This design comes from an exercise in tuning for small area on the open sky130 flow, not from production work. The RTL was checked by simulation tests, not by an equivalence proof against the original design. No activity file was given, so power comes from the tool's default toggle rates.

try-sierra:
// job_distributor
module job_distributor (
    input  logic             clk,
    input  logic             rst_n,
    input  logic [4*16-1:0]  fthread_config,
    input  logic             fthread_config_valid,
    input  logic [4*16-1:0]  job_config,
    input  logic             job_config_valid,
    input  logic [3:0]       job_queue_valid,
    input  logic [4*128-1:0] job_queue_data,
    output logic [3:0]       job_queue_ready,
    input  logic [57:0]      ws_base_addr,
    input  logic             ws_base_addr_valid,
    output logic [4*140-1:0] fthread_job,
    output logic [3:0]       fthread_job_valid,
    input  logic [3:0]       fthread_done
);
Size: about 1600 cells after synthesis, about 300 flip-flops, ~18000 sq um of cells after synthesis.
==> flow/config.mk <==
export PLATFORM = sky130hd
export DESIGN_NAME = job_distributor
export DESIGN_NICKNAME = job_distributor
export VERILOG_FILES = /design/flow/design.v
export SDC_FILE = /design/flow/constraint.sdc
export NUM_CORES = 4
export LEC_CHECK = 0
export CAP_MARGIN = 5
export CORE_AREA = 5 5 185 185
export DIE_AREA = 0 0 190 190
export SLEW_MARGIN = 5
==> flow/constraint.sdc <==
create_clock -name core_clock -period 5.0 [get_ports {clk}]
set_input_delay 1.0000 -clock core_clock [delete_from_list [all_inputs] [get_ports {clk}]]
set_output_delay 1.0000 -clock core_clock [all_outputs]
set_load 0.01 [all_outputs]
standard.sh (not shown) runs the stock make flow with config.mk's settings and CLKGATE_MAP_FILE= SYNTH_SCRIPT=/design/flow/synth_recipe.tcl, a recipe that flattens the netlist after the stock synthesis.
==> flow/flow/run.sh <==
#!/bin/bash
# Standard ORFS layout with two changes: port buffers use the smallest
# buffer cell, and CTS inserts no dummy loads. Each tool's output goes to a
# log in the work folder (ORFS also keeps its per-step logs under orfs/logs).
set -euo pipefail
export BUFFER_PORTS_ARGS="-buffer_cell sky130_fd_sc_hd__buf_1"
export CTS_ARGS="-sink_clustering_enable -repair_clock_nets -dont_use_dummy_load -buf_list sky130_fd_sc_hd__clkbuf_4 -sink_clustering_size 10 -sink_clustering_max_diameter 40"
export PLACE_PINS_ARGS="-min_distance 1 -min_distance_in_tracks"
bash standard.sh > standard.log 2>&1
try-sierra ended with every stage complete and zero timing, DRC or antenna violations.
The following lists how try-quartz was set up differently from try-sierra:
Settings: SLEW_MARGIN changed from 5 to 20; CAP_MARGIN changed from 5 to 20.
diff --git a/flow/flow/run.sh b/flow/flow/run.sh
--- a/flow/flow/run.sh
+++ b/flow/flow/run.sh
@@ -8,0 +9 @@
+export RECOVER_POWER=100
## What came out
| try-quartz | all stages done | FAIL | max-capacitance violations, max-slew violations |
Per the comparison of try-quartz with try-sierra, growth of design area from synthesis to finish fell by 0.34 points, share of cell area taken by flip-flops and latches roughly the same, clock period minus worst slack rose 0.16 ns, total power density per cell area neither gained nor lost much.
Fraction of layout instances using a drive strength above 1 for try-quartz is lower than for try-sierra.
Compared with try-sierra, placement density in the core of try-quartz is lower.
The run with more setup slack is try-sierra; try-quartz has less.
On critical path depth: between try-quartz and try-sierra, it ends up lower for try-quartz.
Number of buffer and inverter instances along the worst setup path (lower): try-quartz
Looking at finished layout cell area across try-quartz and try-sierra, the one that comes out lower is try-quartz.
What try-xenon does differently from try-quartz at the input level:
diff --git a/flow/flow/run.sh b/flow/flow/run.sh
--- a/flow/flow/run.sh
+++ b/flow/flow/run.sh
@@ -9 +8,0 @@
-export RECOVER_POWER=100
[summary]
try-xenon closes out successfully: all stages finished, all timing, DRC and antenna checks passed. Compared try-xenon against try-quartz; sequential share of layout area within noise. In the metrics for try-xenon and try-quartz, the one carrying the higher fmax is try-xenon. Number of antenna cells inserted was lower in try-quartz than in try-xenon. Total power per unit cell area: try-quartz vs try-xenon — no meaningful difference. Number of maximum-capacitance constraint violations, try-xenon and try-quartz, higher one = try-quartz. The internal power component on try-quartz is in line with that on try-xenon. The higher logic depth of the worst register-to-register path came out of try-xenon.
The inputs of try-garnet differ from those of try-xenon as listed below.
Settings: GPL_TIMING_DRIVEN: unset -> 0; GPL_ROUTABILITY_DRIVEN: unset -> 0.
[summary]
On wire length, the lower figure sits with try-xenon, not try-garnet. Going from try-xenon to try-garnet, smallest hold slack grows by 0.016 ns. Changes observed in try-garnet relative to try-xenon: synthesized cell count essentially unchanged, final cycle utilization of the critical path increased 10 points, register fraction of the total cell area decreased 6.6 points. The cell internal power dissipation of try-garnet exceeds that of try-xenon by 32%. Part of the total power dissipated in combinational logic was higher in try-garnet than in try-xenon. The lower time the worst path needs with I/O delays and setup came out of try-xenon. Across both runs, area of all placed cells without fillers was higher for try-garnet than for try-xenon. Delta (try-garnet minus try-xenon): final worst setup slack saw a decrease; total power +about 23%.
--- input diff try-garnet..try-violet ---
Settings: GPL_ROUTABILITY_DRIVEN no longer set, was 0; GPL_TIMING_DRIVEN no longer set, was 0; CORE_AREA now 5 5 205 205, was 5 5 185 185; DIE_AREA now 0 0 210 210, was 0 0 190 190.
diff --git a/flow/flow/run.sh b/flow/flow/run.sh
--- a/flow/flow/run.sh
+++ b/flow/flow/run.sh
@@ -7 +7 @@
-export CTS_ARGS="-sink_clustering_enable -repair_clock_nets -dont_use_dummy_load -buf_list sky130_fd_sc_hd__clkbuf_4 -sink_clustering_size 10 -sink_clustering_max_diameter 40"
+export CTS_ARGS="-sink_clustering_enable -repair_clock_nets -dont_use_dummy_load -buf_list sky130_fd_sc_hd__clkbuf_8 -sink_clustering_size 16 -sink_clustering_max_diameter 50"
- try-violet did not stop at any stage, and its layout met the timing, DRC and antenna checks.
- Switching power total, try-violet and try-garnet: smaller value in try-violet
- The worst hold slack on try-garnet is in line with that on try-violet.
- try-violet ended with less met3 capacity usage during global routing than try-garnet.
- try-violet leaves more setup margin than try-garnet.
- Cmp try-violet and try-garnet / design area / higher: try-garnet
- When try-violet is set beside try-garnet, its number of antenna cells inserted turns out to be about 20% smaller.
Here is what was changed in the inputs of try-ember compared with try-violet.
Settings: changing CORE_AREA from 5 5 205 205 to 5 5 185 185; changing DIE_AREA from 0 0 210 210 to 0 0 190 190.
diff --git a/flow/flow/run.sh b/flow/flow/run.sh
--- a/flow/flow/run.sh
+++ b/flow/flow/run.sh
@@ -7 +7 @@
-export CTS_ARGS="-sink_clustering_enable -repair_clock_nets -dont_use_dummy_load -buf_list sky130_fd_sc_hd__clkbuf_8 -sink_clustering_size 16 -sink_clustering_max_diameter 50"
+export CTS_ARGS="-sink_clustering_enable -repair_clock_nets -dont_use_dummy_load -buf_list sky130_fd_sc_hd__clkbuf_4 -sink_clustering_size 8 -sink_clustering_max_diameter 40"
Notes after the runs:
Compared with try-violet, try-ember shows a power spent charging and discharging nets that is 0.000034 W lower. Compared with try-violet, try-ember shows cell depth of the worst flop-to-flop path lower by 1. Routing usage on met2 | try-ember above try-violet. Delta (try-ember minus try-violet): clock skew higher, share of power burned in the clock network dropped 2.4 points, global-route usage higher, non-clock buffer count roughly the same, total wirelength of the detailed-routed design now sits lower. Density: try-ember denser than try-violet. Compared with try-violet, in try-ember worst hold slack shows a reduction of 0.062 ns, count of clock-buffer cells in the layout shows an increase of about 20%.

[static timing again, ports no longer ideal]
No port has a modelled driver above. Below, the same layouts with a new extraction and two added sets of constraints.
Step 1 (the two cells are an assumption about what drives the block):
set clk [get_ports {clk}]
set_driving_cell -lib_cell sky130_fd_sc_hd__clkbuf_16 $clk
set_driving_cell -lib_cell sky130_fd_sc_hd__buf_2 [delete_from_list [all_inputs] $clk]
Step 2 also shifts input and output timing later by t, the mid clock arrival at the registers, as if the neighbouring blocks saw the same clock.
Three values: no drivers, after step 1, after step 2; two values: the first two.
| run | shift t [ns] | setup WS [ns] | hold slack, ns | worst slew at a driven data input, ns |
|---|---|---|---|---|
| try-sierra | 0.664 | 0.657 / 0.620 / 0.474 | 0.472 / 0.454 / 0.489 | 0.18 |
| try-quartz | 0.671 | 0.501 / 0.450 / 0.477 | 0.469 / 0.448 / 0.489 | 0.18 |
| try-xenon | 0.664 | 0.657 / 0.620 / 0.475 | 0.472 / 0.454 / 0.489 | 0.18 |
| try-garnet | 0.680 | 0.157 / 0.157 / 0.157 | 0.488 / 0.467 / 0.496 | 0.22 |
| try-violet | 0.588 | 0.811 / 0.760 / 0.508 | 0.488 / 0.488 / 0.488 | 0.17 |
| try-ember | 0.701 | 0.593 / 0.540 / 0.387 | 0.425 / 0.405 / 0.490 | 0.19 |
The setup slack of try-violet, which loses most, moves by -0.051 ns with the drivers and by -0.303 ns with both steps.
